Background: an optimization exercise with open tools, aiming at small area. Do not read the settings as production practice.
Function was checked by simulation only, so behaviour that the tests miss may differ from the original.
Power and IR drop assume default switching activity.

Design npc_bp, start of the top module:
module npc_bp #(
  parameter int                  DATAWIDTH   = 32,
  parameter int                  BTB_ENTRIES = 32,
  parameter logic [DATAWIDTH-1:0] RESET_PC   = 32'h0000_0000,
  parameter int                  CNT_WIDTH   = 16
) (
  input  logic                 clk,
  input  logic                 rst_n,
  input  logic                 stall,
  output logic [DATAWIDTH-1:0] pc,
  output logic [DATAWIDTH-1:0] pred_npc,
  output logic                 pred_taken,
  input  logic                 ex_valid,
  input  logic [DATAWIDTH-1:0] ex_pc,
  input  logic [DATAWIDTH-1:0] ex_pred_npc,
  input  logic [2:0]           ex_ctrl_NPC,
  input  logic [1:0]           ex_flags,
  input  logic [DATAWIDTH-1:0] ex_imm,
  input  logic [DATAWIDTH-1:0] ex_result_ALU,
  output logic [DATAWIDTH-1:0] ex_pc_add4,
  output logic                 flush,
  output logic [CNT_WIDTH-1:0] mispredict_cnt
);
For scale: ~4500 cells after synthesis, ~2000 flip-flops, about 250 I/O pins.
clock: 9.0 ns
lec_check: 0
cap_margin: 20
cell_pad_in_sites_detail_placement: 1
cell_pad_in_sites_global_placement: 1
core_margin: 2
core_utilization: 40
cts_buf_list: sky130_fd_sc_hd__clkbuf_16
cts_cluster_diameter: 60
cts_cluster_size: 20
place_density: 0.45
slew_margin: 20
synth_hierarchical: 1
run.sh (not shown) runs the stock make flow with config.mk's settings and CLKGATE_MAP_FILE= SYNTH_SCRIPT=/design/flow/synth_recipe.tcl, a recipe that flattens the netlist after the stock synthesis.
==> next run, changes <==
==> flow/flow/run.sh (new file) <==
#!/bin/bash
# Standard ORFS layout (the standard.sh) with two changes: clock-tree
# synthesis uses clkbuf_16 with larger sink clusters and no dummy loads, and
# the port buffers are plain buf_2 cells. Each tool's output is kept in a log
# file in the work folder.
set -euo pipefail
export CTS_ARGS="-sink_clustering_enable -repair_clock_nets -dont_use_dummy_load -buf_list sky130_fd_sc_hd__clkbuf_16 -sink_clustering_size 20 -sink_clustering_max_diameter 60"
export BUFFER_PORTS_ARGS="-buffer_cell sky130_fd_sc_hd__buf_2"
bash standard.sh > standard_make.log 2>&1 || { tail -50 standard_make.log; exit 1; }
==> flow/standard.sh (new file) <==
#!/bin/bash
# synth_recipe.tcl (not shown) runs the flow's synth.tcl, then flattens the netlist and writes it again
# the make line also repeats each setting of config.mk as NAME=value (left out here)
make -C /OpenROAD-flow-scripts/flow DESIGN_CONFIG=/design/flow/config.mk WORK_HOME=/design/flow/orfs CLKGATE_MAP_FILE= SYNTH_SCRIPT=/design/flow/synth_recipe.tcl "${@:-finish}"
Settings changed: CTS_BUF_LIST sky130_fd_sc_hd__clkbuf_16 to unset, CTS_CLUSTER_DIAMETER 60 to unset, CTS_CLUSTER_SIZE 20 to unset.
removed: flow/run.sh
Non-clock buffer count goes down by 46.
Synthesized cell count is unchanged.
Via count stays flat.
Die area is unchanged.
Clock-buffer cell count grows by 3.
Sequential power is about the same.
Hold slack got worse by 8.8 ps.
Global-route usage goes up by 0.60 points.
Setup slack improves by 250 ps.


npc_bp, a different RTL version from the one above (not shown whole).
For scale: ~4300 cells after synthesis, roughly 2000 flip-flops.
## npc_bp
module npc_bp #(
  parameter int                  DATAWIDTH   = 32,
  parameter int                  BTB_ENTRIES = 32,
  parameter logic [DATAWIDTH-1:0] RESET_PC   = 32'h0000_0000,
  parameter int                  CNT_WIDTH   = 16
) (
  input  logic                 clk,
  input  logic                 rst_n,
  input  logic                 stall,
  output logic [DATAWIDTH-1:0] pc,
  output logic [DATAWIDTH-1:0] pred_npc,
  output logic                 pred_taken,
  input  logic                 ex_valid,
  input  logic [DATAWIDTH-1:0] ex_pc,
  input  logic [DATAWIDTH-1:0] ex_pred_npc,
  input  logic [2:0]           ex_ctrl_NPC,
  input  logic [1:0]           ex_flags,
  input  logic [DATAWIDTH-1:0] ex_imm,
  input  logic [DATAWIDTH-1:0] ex_result_ALU,
  output logic [DATAWIDTH-1:0] ex_pc_add4,
  output logic                 flush,
  output logic [CNT_WIDTH-1:0] mispredict_cnt
);
  logic [DATAWIDTH-1:0]   pc_q, pc_d;
  logic [CNT_WIDTH-1:0]   cnt_q, cnt_d;
  logic [DATAWIDTH-1:0]   btb_target, act_npc, pc_add4, br_tgt;
  logic                   btb_taken, act_taken, is_cti;
  logic [2:0]             ctrl;
  npc_btb #(
    .DATAWIDTH  (DATAWIDTH),
    .BTB_ENTRIES(BTB_ENTRIES)
  ) u_btb (
    .clk      (clk),
    .rst_n    (rst_n),
    .lk_pc    (pc_q[DATAWIDTH-1:2]),
    .lk_taken (btb_taken),
    .lk_target(btb_target),
    .up_en    (ex_valid && is_cti),
    .up_pc    (ex_pc[DATAWIDTH-1:2]),
    .up_taken (act_taken),
    .up_target(act_npc)
  );
  npc_inc4 #(DATAWIDTH) u_inc_pc (.a(pc_q),  .y(pc_add4));
  npc_inc4 #(DATAWIDTH) u_inc_ex (.a(ex_pc), .y(ex_pc_add4));
  logic [DATAWIDTH-1:0] addend;
  assign addend = act_taken ? ex_imm : DATAWIDTH'(4);
  npc_add  #(DATAWIDTH) u_add_br (.a(ex_pc), .b(addend), .y(br_tgt));
  logic             cnt_en;
  ...
export LEC_CHECK = 0
export CAP_MARGIN = 10
export CELL_PAD_IN_SITES_DETAIL_PLACEMENT = 1
export CELL_PAD_IN_SITES_GLOBAL_PLACEMENT = 1
export CORE_MARGIN = 2
export CORE_UTILIZATION = 40
export PLACE_DENSITY = 0.7
export SLEW_MARGIN = 10
export SYNTH_HIERARCHICAL = 1
create_clock -name core_clock -period 9.0 [get_ports {clk}]
standard.sh (not shown) runs the stock make flow with config.mk's settings and CLKGATE_MAP_FILE= SYNTH_SCRIPT=/design/flow/synth_recipe.tcl, a recipe that flattens the netlist after the stock synthesis.
==> flow/flow/run.sh <==
#!/bin/bash
# Standard ORFS layout (the standard.sh) with two changes: clock-tree
# synthesis uses clkbuf_16 with larger sink clusters and no dummy loads, and
# the port buffers are plain buf_1 cells. Each tool's output is kept in a log
# file in the work folder.
set -euo pipefail
export CTS_ARGS="-sink_clustering_enable -repair_clock_nets -dont_use_dummy_load -buf_list sky130_fd_sc_hd__clkbuf_16 -sink_clustering_size 28 -sink_clustering_max_diameter 90"
export BUFFER_PORTS_ARGS="-buffer_cell sky130_fd_sc_hd__buf_1"
bash standard.sh > standard_make.log 2>&1 || { tail -50 standard_make.log; exit 1; }
==> next run, changes <==
==> flow/flow/run.sh (replaced) <==
#!/bin/bash
# Standard ORFS layout (the standard.sh) with two changes: clock-tree
# synthesis uses clkbuf_16 with larger sink clusters and no dummy loads, and
# the port buffers are plain buf_1 cells. Each tool's output is kept in a log
# file in the work folder.
set -euo pipefail
export CTS_ARGS="-sink_clustering_enable -repair_clock_nets -dont_use_dummy_load -buf_list sky130_fd_sc_hd__clkbuf_16 -sink_clustering_size 30 -sink_clustering_max_diameter 100"
export BUFFER_PORTS_ARGS="-buffer_cell sky130_fd_sc_hd__buf_1"
bash standard.sh > standard_make.log 2>&1 || { tail -50 standard_make.log; exit 1; }
- PLACE_DENSITY: 0.7 -> 0.6
=> The changed run finished with timing, DRC and antenna clean; routed wire length rose by about 2.6%; flip-flop and latch count is unchanged; cell area is about the same; sequential share of layout area stays flat; global-route usage rose by 0.73 points; register-to-register slack is better by 0.04 ns; worst hold slack hardly moves.

-- static timing again, ports no longer ideal --
No port has a modelled driver above. Below, the same layouts with a new extraction and two added sets of constraints. Step 1 assumes that a clkbuf_16 drives the clock port and a buf_2 every other input. Step 2 moves the port delays by t, midway between the first and last clock arrival at a register: inputs arrive t later, outputs are due t later. That takes back most of the time a late clock gives input paths. Slacks: no drivers / after step 1 / after step 2; pairs: no drivers / after step 1.
run	t (ns)	setup WS [ns]	hold slack, ns	clock arrival spread, ns	worst slew at a driven data input, ns
the first run of note 1	0.925	0.177 / 0.122 / 0.122	0.503 / 0.503 / 0.503	0.032 / 0.032	0.15
the second run of note 1	0.926	0.429 / 0.411 / 0.411	0.495 / 0.495 / 0.495	0.089 / 0.089	0.23
the first run of note 2	0.817	0.328 / 0.242 / 0.416	0.493 / 0.493 / 0.493	0.102 / 0.101	0.13
the second run of note 2	0.818	0.314 / 0.224 / 0.311	0.494 / 0.494 / 0.494	0.137 / 0.137	0.25
After both steps setup and hold are still met in every run listed. The setup slack of the first run of note 1, which loses most, moves by -0.055 ns with the drivers and by -0.055 ns with both steps.
